Context: an optimization exercise on an open-source flow, tuned for small area, a short achievable clock period and few clock cycles per item. The choices shown serve that exercise and are no tape-out recipe. Only simulation tests tie the RTL to the original design; equivalence was not proved.

==> flow/design.v, too long to show whole: its modules and the start of the top module <==
// module digital_resonator_bank: 6713 lines
module digital_resonator_bank #(
  parameter int unsigned DATA_W    = 16,
  parameter int unsigned COEF_W    = 18,
  parameter int unsigned COEF_FRAC = 16,
  parameter int unsigned NUM_CH    = 4,
  localparam int unsigned CH_W     = (NUM_CH > 1) ? $clog2(NUM_CH) : 1
) (
  input  logic                     clk,
  input  logic                     reset_n,
  input  logic                     enable,
  input  logic                     clr,
  input  logic [NUM_CH*DATA_W-1:0] d,
  input  logic                     coef_we,
  input  logic [CH_W-1:0]          coef_ch,
  input  logic [1:0]               coef_sel,
  input  logic [COEF_W-1:0]        coef_data,
  output logic [NUM_CH*DATA_W-1:0] q,
  output logic                     q_valid,
  output logic                     busy,
  output logic                     sat_flag,
  output logic                     overrun
);
  // ...
==> flow/flow/run.sh <==
#!/bin/bash
# Layout flow: the standard synthesis, then a netlist pass that removes
# inverters around full adders (flow/fapol.py), then the standard layout.
set -euo pipefail
R=orfs/results/${FLOW_PLATFORM}/digital_resonator_bank/base
bash standard.sh synth > synth.log 2>&1
cp $R/1_2_yosys.v $R/1_2_yosys.std.v
python3 flow/fapol.py $R/1_2_yosys.std.v $R/1_2_yosys.fapol.v > fapol.log 2>&1
cp $R/1_2_yosys.fapol.v $R/1_2_yosys.v
rm -f $R/1_synth.odb $R/1_synth.sdc
bash standard.sh finish > finish.log 2>&1
==> flow/flow/fapol.py <==
#!/usr/bin/env python3
"""Remove inverters around sky130 full adders and XOR gates.

A full adder is self-dual: FA(~a,~b,~c) = (~sum, ~cout), so each fa cell may
work on complemented signals. An xor2/xnor2 gate absorbs any inversion of an
input or its output by swapping xor2 <-> xnor2. This pass chooses polarities
so that as few inverters as possible remain, then rewrites the netlist.
Registers and ports are left as they are.

usage: fapol.py in.v out.v
"""
import re, sys
from collections import defaultdict

src = open(sys.argv[1]).read()
m = re.search(r'\bmodule\s+(\w+)', src)
mod_start = m.start()
body_start = src.index(';', m.end()) + 1
end_idx = src.rindex('endmodule')
body = src[body_start:end_idx]

stmts = [s.strip() for s in body.split(';') if s.strip()]
cell_re = re.compile(r'^(sky130_fd_sc_hd__\w+)\s+(\S+)\s*\((.*)\)$', re.S)
decls, cells, others = [], [], []
for s in stmts:
    cm = cell_re.match(s)
    if cm:
        pins = dict((p, n.strip()) for p, n in re.findall(r'\.(\w+)\(([^()]*)\)', cm.group(3)))
        cells.append([cm.group(1), cm.group(2), pins])
    elif re.match(r'^(wire|input|output|inout|reg)\b', s):
        decls.append(s)
    else:
        others.append(s)

OUTP = {'X', 'Y', 'Q', 'Q_N', 'SUM', 'COUT', 'HI', 'LO'}
def is_inv(t): return re.match(r'sky130_fd_sc_hd__(clk)?inv_\d+$', t) is not None
def is_fa(t): return re.match(r'sky130_fd_sc_hd__fa_\d+$', t) is not None
def is_xor(t): return re.match(r'sky130_fd_sc_hd__x(n)?or2_\d+$', t) is not None

frozen = set()
for d in decls:
    if d.startswith(('input', 'output', 'inout')):
        for n in re.findall(r'(\\?\S+)\s*$', d):
            frozen.add(n)
for o in others:
    for n in re.findall(r'[\\\w$.\[\]]+', o):
        frozen.add(n)

parent, parity = {}, {}
def find(n):
    if n not in parent:
        parent[n] = n; parity[n] = 0
        return n, 0
    p = 0; x = n; path = []
    while parent[x] != x:
        path.append(x); p ^= parity[x]; x = parent[x]
    acc = p
    for y in path:
        py = parity[y]; parent[y] = x; parity[y] = acc; acc ^= py
    return x, p
def union(a, b, par):
    ra, pa = find(a); rb, pb = find(b)
    if ra == rb: return
    parent[rb] = ra; parity[rb] = pa ^ pb ^ par

for t, n, p in cells:
    if is_inv(t): union(p['A'], p['Y'], 1)

drv = {}
cons = defaultdict(list)
for i, (t, n, p) in enumerate(cells):
    if is_inv(t): continue
    for pin, net in p.items():
        r, pol = find(net)
        if pin in OUTP: drv[r] = (i, pin, pol)
        else: cons[r].append((i, pin, pol))
frozen_roots = set(find(n)[0] for n in frozen if n in parent)
# a class is editable when it has a cell driver and no port or assign net
edit = set(r for r in drv if r not in frozen_roots)

kind = ['fa' if is_fa(t) else 'xor' if is_xor(t) else 'fix' for t, n, p in cells]
flip = [0] * len(cells)
# an FA may flip only if all its classes are editable
cand = [i for i, c in enumerate(cells) if kind[i] == 'fa'
        and all(find(n)[0] in edit for n in c[2].values())]

def needs(r):
    s = set()
    for (ci, cpin, cpol) in cons[r]:
        k = kind[ci]
        if k == 'xor': continue
        s.add(cpol ^ (flip[ci] if k == 'fa' else 0))
    return s
def dpol(r):
    i, pin, pol = drv[r]
    k = kind[i]
    if k == 'xor': return None
    return pol ^ (flip[i] if k == 'fa' else 0)
def cost(r):
    s = needs(r); d = dpol(r)
    if d is None: return 1 if len(s) == 2 else 0
    return 1 if (d ^ 1) in s else 0

fa_roots = {i: set(find(n)[0] for n in cells[i][2].values()) for i in cand}
before = sum(cost(r) for r in edit)
import random
random.seed(1)
def delta(i):
    c0 = sum(cost(r) for r in fa_roots[i])
    flip[i] ^= 1
    c1 = sum(cost(r) for r in fa_roots[i])
    flip[i] ^= 1
    return c1 - c0
# simulated annealing over adder polarities, then greedy descent
cur = before
best = cur; best_flip = list(flip)
n = len(cand)
steps = 100 * n
for s_ in range(steps):
    T = 1.5 * (1 - s_ / steps) + 0.01
    i = cand[random.randrange(n)]
    d = delta(i)
    if d <= 0 or random.random() < pow(2.718, -d / T):
        flip[i] ^= 1; cur += d
        if cur < best:
            best = cur; best_flip = list(flip)
flip[:] = best_flip
changed = True
while changed:
    changed = False
    for i in cand:
        if delta(i) < 0:
            flip[i] ^= 1; changed = True
after = sum(cost(r) for r in edit)
sys.stderr.write(f"fapol: editable classes needing an inverter: {before} -> {after}, "
                 f"flipped {sum(flip)} of {len(cand)} adders\n")

drop = set(i for i, (t, n, p) in enumerate(cells) if is_inv(t) and find(p['A'])[0] in edit)
xor_tog = defaultdict(int)
newcells, newwires = [], []
cnt = 0
for r in edit:
    i, pin, pol = drv[r]
    dnet = cells[i][2][pin]
    s = needs(r)
    d = dpol(r)
    if d is None:
        d = next(iter(s)) if len(s) == 1 else pol
        xor_tog[i] ^= d ^ pol          # output polarity change of the xor
    inet = None
    for (ci, cpin, cpol) in cons[r]:
        k = kind[ci]
        if k == 'xor':
            cells[ci][2][cpin] = dnet
            xor_tog[ci] ^= d ^ cpol
            continue
        need = cpol ^ (flip[ci] if k == 'fa' else 0)
        if need == d:
            cells[ci][2][cpin] = dnet
        else:
            if inet is None:
                cnt += 1
                inet = f"_fapol_n{cnt}_"
                newwires.append(inet)
                newcells.append(['sky130_fd_sc_hd__inv_1', f"_fapol_i{cnt}_", {'A': dnet, 'Y': inet}])
            cells[ci][2][cpin] = inet
for i, tg in xor_tog.items():
    if tg:
        t = cells[i][0]
        p = cells[i][2]
        if 'xnor2' in t:
            cells[i][0] = t.replace('xnor2', 'xor2'); p['X'] = p.pop('Y')
        else:
            cells[i][0] = t.replace('xor2', 'xnor2'); p['Y'] = p.pop('X')

res = [src[mod_start:body_start]]
for dcl in decls: res.append("  " + dcl + " ;")
for w in newwires: res.append(f"  wire {w};")
for idx, (t, n, p) in enumerate(cells):
    if idx in drop: continue
    res.append(f"  {t} {n} (" + ", ".join(f".{k}({v} )" for k, v in p.items()) + ");")
for t, n, p in newcells:
    res.append(f"  {t} {n} (" + ", ".join(f".{k}({v} )" for k, v in p.items()) + ");")
for o in others: res.append("  " + o + " ;")
res.append("endmodule")
open(sys.argv[2], 'w').write(src[:mod_start] + "\n".join(res) + "\n" + src[end_idx + len('endmodule'):])
sys.stderr.write(f"fapol: removed {len(drop)} inverters, added {len(newcells)}, "
                 f"swapped {sum(1 for v in xor_tog.values() if v)} xor gates\n")
==> flow/standard.sh <==
#!/bin/bash
# synth_recipe.tcl (not shown) runs the flow's synth.tcl, then flattens the netlist and writes it again
# the make line also repeats each setting of config.mk as NAME=value (left out here)
make -C /OpenROAD-flow-scripts/flow DESIGN_CONFIG=/design/flow/config.mk WORK_HOME=/design/flow/orfs CLKGATE_MAP_FILE= SYNTH_SCRIPT=/design/flow/synth_recipe.tcl "${@:-finish}"
==> flow/config.mk <==
export PLATFORM = sky130hd
export DESIGN_NAME = digital_resonator_bank
export DESIGN_NICKNAME = digital_resonator_bank
export VERILOG_FILES = /design/flow/design.v
export SDC_FILE = /design/flow/constraint.sdc
export NUM_CORES = 4
export LEC_CHECK = 0
export ABC_AREA = 1
export CAP_MARGIN = 20
export CORE_MARGIN = 2
export CORE_UTILIZATION = 50
export SETUP_SLACK_MARGIN = 5.0
export SLEW_MARGIN = 20
export TNS_END_PERCENT = 10
==> flow/constraint.sdc <==
create_clock -name core_clock -period 11.5 [get_ports {clk}]
set_input_delay 2.3000 -clock core_clock [delete_from_list [all_inputs] [get_ports {clk}]]
set_output_delay 2.3000 -clock core_clock [all_outputs]
set_load 0.01 [all_outputs]
==> results.json, run 1 <==
{
  "dieArea_mm2": 0.184,
  "cts_buffer_depth": 3,
  "relSlewSlack_pct": 22.3,
  "outcome": "no timing/DRC/antenna violations",
  "path_clk_slew_ns": 0.06,
  "clk_latency_ns": 0.75,
  "final_cells": 11561,
  "grt.met2_usage_pct": 56.4,
  "pre_cts_ws_ns": 2.57,
  "fin_nets": 11236,
  "dpl.hpwl_um": 246000,
  "cp.arrival_ns": 8.36,
  "finalCritPeriodShare_pct": 67.3,
  "met3_length_um": 41100,
  "num-fill-cells": 15633,
  "final-setup-viol-count": 0,
  "cap_violations": 0,
  "cts_tree": "built",
  "final_common_cell": "o22ai_1",
  "drtPass1Iterations": 8,
  "met2WireLength_um": 153000,
  "clock_buffers": 80,
  "routed_wl_um": 349000,
  "netlist_instances": 9312,
  "drc": 0,
  "ff2ff_setup_slack_ns": 3.77,
  "final_cell_mix": "1610 x o22ai_1, 1476 x fa_1, 1292 x xor2_1",
  "met1_usage_pct": 49.9,
  "syn_to_final_growth_pct": 11.3,
  "crit_type": "register to register",
  "fmax_mhz": 129,
  "cts_num_sinks": 456,
  "r2r_cells": 26,
  "seq_cell_count": 456,
  "final_util_pct": 56.1,
  "fin_skew_ns": 0.0435,
  "grt_max_degree": 142
}
Testbench counts, summed over its fixed seeds: cycles 1,600, frames 1,600.
==> run 2: changes to the inputs <==
--- a/flow/config.mk
+++ b/flow/config.mk
@@ -6,9 +6,9 @@
 export NUM_CORES = 4
 export LEC_CHECK = 0
 export ABC_AREA = 1
-export CAP_MARGIN = 20
+export CAP_MARGIN = 10
 export CORE_MARGIN = 2
 export CORE_UTILIZATION = 50
 export SETUP_SLACK_MARGIN = 5.0
-export SLEW_MARGIN = 20
+export SLEW_MARGIN = 10
 export TNS_END_PERCENT = 10
==> run 2 against run 1 <==
Against the previous run: still clean on timing, DRC and antenna; largest cell class unchanged; setup slack got worse by 0.050 ns; critical endpoint is now q[41]$_DFFE_PN0P_; cell count decreased by 1.0%; core utilization decreased by 0.81 points.
==> results.json, run 2 <==
{
  "final_common_cell": "o22ai_1",
  "relSlewSlack_pct": 15.8,
  "grt_max_degree": 146,
  "ys_warn_count": 12,
  "top_regs": "q x64, y2 x64",
  "dpl.hpwl_um": 246000,
  "regArea_mm2": 0.0118,
  "die_h_um": 429,
  "finalHoldViolations": 0,
  "fin_skew_ns": 0.0511,
  "fmax_mhz": 128,
  "grt_pass1_vias": 76298,
  "startpoint": "a1_neg[2][1]$_DFFE_PN0P_",
  "finalCritPeriodShare_pct": 67.7,
  "wl_per_cell_um": 29.9,
  "met2WireLength_um": 151000,
  "grt_pass1_wl_um": 515000,
  "cts_num_sinks": 456,
  "start_kind": "register",
  "cp_data_required_time_ns": 12.11,
  "synth_area_mm2": 0.0902,
  "r2r_cells": 23,
  "max_stage_delay_ns": 0.72,
  "slowest_stage": "dfrtp_1",
  "hold_class": "register to register",
  "dieArea_mm2": 0.184,
  "avgSynthCellArea_um2": 9.69,
  "routed_wl_um": 342000,
  "rsz0062_at_grt": "true",
  "fin_tns_setup_ns": 0,
  "syn_to_final_growth_pct": 9.66,
  "path_clk_slew_ns": 0.06,
  "cap_violations": 0,
  "min_to": "a2_neg[2][7]$_DFFE_PN0P_",
  "drc": 0,
  "pre_cts_ws_ns": 2.50,
  "final_util_pct": 55.3,
  "worstMarginPinSlew_ns": 1.26,
  "drive_gt1_share_pct": 9.40,
  "clk_latency_ns": 0.78,
  "worstPathBufferInverterCount": 2,
  "r2r_start": "a1_neg[2][1]$_DFFE_PN0P_",
  "hold_ws_ns": 0.555,
  "pin_count": 159,
  "core_mm2": 0.179,
  "min_from": "a2_neg[2][7]$_DFFE_PN0P_",
  "multiInputGateArea_mm2": 0.0762,
  "cp_max_fo": 10,
  "vias": 74656,
  "fp-row-count": 155,
  "final-max-slew-violation-count": 0,
  "cp.arrival_ns": 8.40,
  "crit_family": "adder cells",
  "final_cell_mix": "1609 x o22ai_1, 1521 x fa_1, 1294 x xor2_1",
  "final-setup-viol-count": 0,
  "ff2ff_setup_slack_ns": 3.72,
  "cp_cell_sequence": "inv_1, xnor2_1, fa_1, fa_2, fa_1, fa_2, fa_1, fa_1, fa_2, fa_1, fa_1, ha_4, a21oi_4, o21ai_2, nand2_1, nand3_2, a21oi_2, nand2_2, a21oi_4, buf_4, nand2_1, nand3_1, nand2_1",
  "grt-ovfl-total": 0,
  "met3_length_um": 38900,
  "antenna_found_initial": 16,
  "hold_depth": 2,
  "cts_buffers": 59,
  "netlist_instances": 9312,
  "gr-usage-all-layers_pct": 37.3,
  "htreeDepth": 2,
  "outcome": "no timing/DRC/antenna violations",
  "start_util_pct": 50.5,
  "crit_top_cell": "fa_1",
  "period_needed_ns": 7.78,
  "r2r-end": "q[41]$_DFFE_PN0P_",
  "cts_root_buf": "clkbuf_16",
  "setup_slack_ns": 3.72,
  "highest_layer": "met5",
  "die_x_um": 429,
  "wl_met1_um": 131000,
  "first_iter_violations": 8967,
  "drtPass1Iterations": 6,
  "io_buffers": 156,
  "endpoint_kind": "register",
  "gp_congestion": 0.955,
  "antenna_left": 0,
  "num-fill-cells": 15911,
  "cts_buffer_depth": 3,
  "crit_type": "register to register",
  "via_per_inst": 6.52,
  "fin_nets": 11123,
  "cts_tree": "built"
}
-- run 2: final cells by class --
| type | instances | share of cell area, % |
|---|---|---|
| multi-input combinational | 7551 | 77.0 |
| sequential | 456 | 11.9 |
| timing repair buffer | 356 | 3.40 |
| tap | 2355 | 2.98 |
| inverter | 600 | 2.40 |
| clock buffer | 82 | 1.72 |
| clock inverter | 29 | 0.497 |
| timing repair inverter | 4 | 0.0683 |
| antenna | 9 | 0.0228 |
-- run 2: how the worst max path moves through the flow --
stage	end	slack, ns	depth (start not counted)
after floorplan	q[33]$_DFFE_PN0P_	4.41	23
after global placement	q[1]$_DFFE_PN0P_	2.55	27
after detailed placement	sat_flag$_DFFE_PN0P_	2.50	25
after CTS	sat_flag$_DFFE_PN0P_	3.79	26
after global routing	q[32]$_DFFE_PN0P_	3.45	26
final	q[41]$_DFFE_PN0P_	3.72	23
-- run 2: worst reg2reg max path, cell delays in order, from the launching register on --
cell	delay, ns
dfrtp_1	0.72
inv_1	0.48
xnor2_1	0.30
fa_1	0.49
fa_2	0.55
fa_1	0.51
fa_2	0.39
fa_1	0.50
fa_1	0.44
fa_2	0.39
fa_1	0.50
fa_1	0.57
ha_4	0.24
a21oi_4	0.21
o21ai_2	0.13
nand2_1	0.09
nand3_2	0.15
a21oi_2	0.22
nand2_2	0.10
a21oi_4	0.15
buf_4	0.18
nand2_1	0.06
nand3_1	0.15
nand2_1	0.09
-- run 2: metal layers --
| layer | vias to the layer above | GRT usage, % |
|---|---|---|
| met5 | - | 0 |
| met4 | 28 | 19.3 |
| met3 | 994 | 9.49 |
| li1 | 30869 | - |
| met1 | 37980 | 50.1 |
| met2 | 4785 | 55.7 |
-- run 2: timing repair --
item | CTS | global route
resized for setup | 180 | 20
setup endpoints to repair | 65 | 65
buffers inserted | 86 | 11
hold buffers | 0 | 0
cloned | 7 | 0
pin swaps | 27 | 3
-- run 2: stage by stage --
stage	area (µm²)	cells
4_1_cts	98700	11421
3_3_place_gp	94700	11217
3_5_place_dp	94700	11217
5_1_grt	98900	11434
6_report	98900	11442
2_1_floorplan	93300	9313
==> run 3: changes to the inputs <==
--- a/flow/config.mk
+++ b/flow/config.mk
@@ -6,9 +6,9 @@
 export NUM_CORES = 4
 export LEC_CHECK = 0
 export ABC_AREA = 1
-export CAP_MARGIN = 10
+export CAP_MARGIN = 20
 export CORE_MARGIN = 2
 export CORE_UTILIZATION = 50
-export SETUP_SLACK_MARGIN = 5.0
-export SLEW_MARGIN = 10
-export TNS_END_PERCENT = 10
+export SETUP_SLACK_MARGIN = 4.0
+export SLEW_MARGIN = 20
+export TNS_END_PERCENT = 5
==> run 3 against run 2 <==
Against the previous run: worst hold slack lost 0.0047 ns; setup slack got worse by 0.14 ns; register-to-register slack worse by 0.14 ns; cell area grew 2.0%; non-clock buffer count rose by 163; sequential share of layout area fell by 0.22 points; clock skew rose by 0.0046 ns; core utilization up 1.1 points; maximum frequency fell by 1.8%; critical path depth increased by 6; clock-buffer cell count down 10; critical path type unchanged; highest routed layer unchanged.
==> results.json, run 3 <==
{
  "first_iter_violations": 9523,
  "relSlewSlack_pct": 17.2,
  "worstPathBufferInverterCount": 6,
  "via_per_inst": 6.52,
  "avgSynthCellArea_um2": 9.69,
  "r2r_start": "y1_z[2]$_DFFE_PN1P_",
  "cts_num_sinks": 456,
  "final_cell_mix": "1620 x o22ai_1, 1508 x fa_1, 1293 x xor2_1",
  "finalCritPeriodShare_pct": 68.9,
  "ff2ff_setup_slack_ns": 3.57,
  "die_h_um": 429,
  "r2r-end": "q[51]$_DFFE_PN0P_",
  "cp_data_required_time_ns": 12.19,
  "netlist_instances": 9312,
  "die_x_um": 429,
  "cp.arrival_ns": 8.61,
  "pin_count": 159,
  "synth_area_mm2": 0.0902,
  "crit_top_cell": "fa_1",
  "htreeDepth": 2,
  "cts_buffer_depth": 3,
  "grt-ovfl-total": 0,
  "cap_violations": 0,
  "startpoint": "y1_z[2]$_DFFE_PN1P_",
  "cts_root_buf": "clkbuf_16",
  "slowest_stage": "fa_1",
  "placed_cells": 11222,
  "cts_buffers": 61,
  "r2r_cells": 29,
  "endpoint_kind": "register",
  "core_mm2": 0.179,
  "cp_num_cells": 29,
  "path_clk_slew_ns": 0.07,
  "grt_pass1_wl_um": 519000,
  "cts_tree": "built",
  "fmax_mhz": 126,
  "fin_skew_ns": 0.0557,
  "dpl.hpwl_um": 245000,
  "period_needed_ns": 7.93,
  "ys_warn_count": 12,
  "start_kind": "register",
  "crit_family": "adder cells",
  "drtPass1Iterations": 6,
  "rsz0062_at_grt": "true",
  "outcome": "no timing/DRC/antenna violations",
  "io_buffers": 156,
  "crit_type": "register to register",
  "grt_max_degree": 144,
  "routed_wl_um": 347000,
  "max_stage_delay_ns": 0.72,
  "num-fill-cells": 15697,
  "antenna_found_initial": 14,
  "gr-usage-all-layers_pct": 37.7,
  "crit_path_end": "q[51]$_DFFE_PN0P_",
  "hold_class": "register to register",
  "wl_per_cell_um": 29.9,
  "final_common_cell": "o22ai_1",
  "final-setup-viol-count": 0,
  "worstMarginPinSlew_ns": 1.24,
  "drc": 0,
  "fp-row-count": 155,
  "gp_congestion": 0.966,
  "final-max-slew-violation-count": 0,
  "fin_tns_setup_ns": 0,
  "top_regs": "q x64, y2 x64",
  "antenna_left": 0,
  "cp_max_fo": 17,
  "grt_pass1_vias": 77079,
  "final_cells": 11616,
  "clk_latency_ns": 0.81,
  "dieArea_mm2": 0.184,
  "drive_gt1_share_pct": 11.2,
  "vias": 75723,
  "postCtsHoldBufs": 0,
  "start_util_pct": 50.5,
  "fin_nets": 11291,
  "syn_to_final_growth_pct": 11.8,
  "finalHoldViolations": 0
}
-- run 3: worst reg2reg max path, delay by kind of cell (launching register included) --
| family | cells | cell delay, ns |
|---|---|---|
| DFF | 1 | 0.69 |
| adders and majority gates | 10 | 4.77 |
| AOI/OAI and AO/OA | 2 | 0.30 |
| xor gates and xnor gates | 1 | 0.21 |
| and+or+nand+nor | 10 | 0.98 |
| buffers and inverters | 6 | 0.91 |
-- run 3: worst min-delay path by stage --
stage,from,endpoint,slack (ns),depth (start not counted)
5_1_grt,a2_two[2][5]$_DFFE_PN0P_,a2_two[2][5]$_DFFE_PN0P_,0.57,2
3_5_place_dp,a2_two[2][5]$_DFFE_PN0P_,a2_two[2][5]$_DFFE_PN0P_,0.54,2
4_1_cts,a2_two[2][5]$_DFFE_PN0P_,a2_two[2][5]$_DFFE_PN0P_,0.55,2
2_1_floorplan,sat_flag$_DFFE_PN0P_,sat_flag$_DFFE_PN0P_,0.52,2
3_3_place_gp,g_neg[0][1]$_DFFE_PN0P_,g_neg[0][1]$_DFFE_PN0P_,0.53,2
6_report,g_neg[0][1]$_DFFE_PN0P_,g_neg[0][1]$_DFFE_PN0P_,0.55,2
-- run 3: cell type report --
| cell class | count | area [µm²] | area share, % |
|---|---|---|---|
| repair buffers | 519 | 4920 | 4.88 |
| well taps | 2355 | 2950 | 2.92 |
| diodes | 12 | 30.0 | 0.0298 |
| inverters | 600 | 2390 | 2.37 |
| repair inverters | 6 | 105 | 0.104 |
| flip-flops and latches | 456 | 11800 | 11.7 |
| multi-input cells | 7552 | 76500 | 75.8 |
| clock inverters | 44 | 581 | 0.575 |
| clock buffers | 72 | 1650 | 1.63 |
-- run 3: what timing repair did --
| item | CTS | global route |
|---|---|---|
| gates resized for setup | 511 | 123 |
| setup buffers | 204 | 47 |
| setup endpoints to repair | 65 | 65 |
| cloned | 10 | 1 |
| pin swaps | 199 | 162 |
-- run 3: stage by stage --
step                      worst slack (ns)  area [µm²]  hold WS [ns]  utilization, %
final                                 3.57      101000         0.550            56.4
after global routing                  3.40      101000         0.573            56.4
after CTS                             3.47      100000         0.548            55.9
after detailed placement              2.05       93300         0.535            52.2
after global placement                2.16       93300         0.528            52.2
after floorplan                       3.97       90900         0.515               -
-- run 3: metal layers --
metal	vias to the layer above	track usage (%)	share of wire [%]
met3	1123	9.41	11
met1	38368	49.8	37
met4	18	22.8	7.4
met5	-	0	0.043
li1	31242	-	-
met2	4972	55.9	44

## separate check: timing with driven ports
The flow's constraints put no driver on any port. The routed layouts listed below were extracted and timed again, unchanged, in two steps.
Step 1 assumes that a clkbuf_16 drives the clock port and a buf_2 every other input.
Step 2 also shifts input and output timing later by t, the mid clock arrival at the registers, as if the neighbouring blocks saw the same clock.
Slacks: no drivers / after step 1 / after step 2; pairs: no drivers / after step 1.
| run | shift t [ns] | slack for setup (ns) | worst data-port slew with drivers (ns) |
|---|---|---|---|
| run 1 | 0.819 | 3.765 / 3.765 / 3.081 | 0.21 |
| run 2 | 0.849 | 3.715 / 3.715 / 3.009 | 0.05 |
| run 3 | 0.871 | 3.573 / 3.573 / 2.905 | 0.05 |
After both steps setup and hold are still met in every run listed. The setup slack of run 2, which loses most, moves by 0.000 ns with the drivers and by -0.706 ns with both steps.
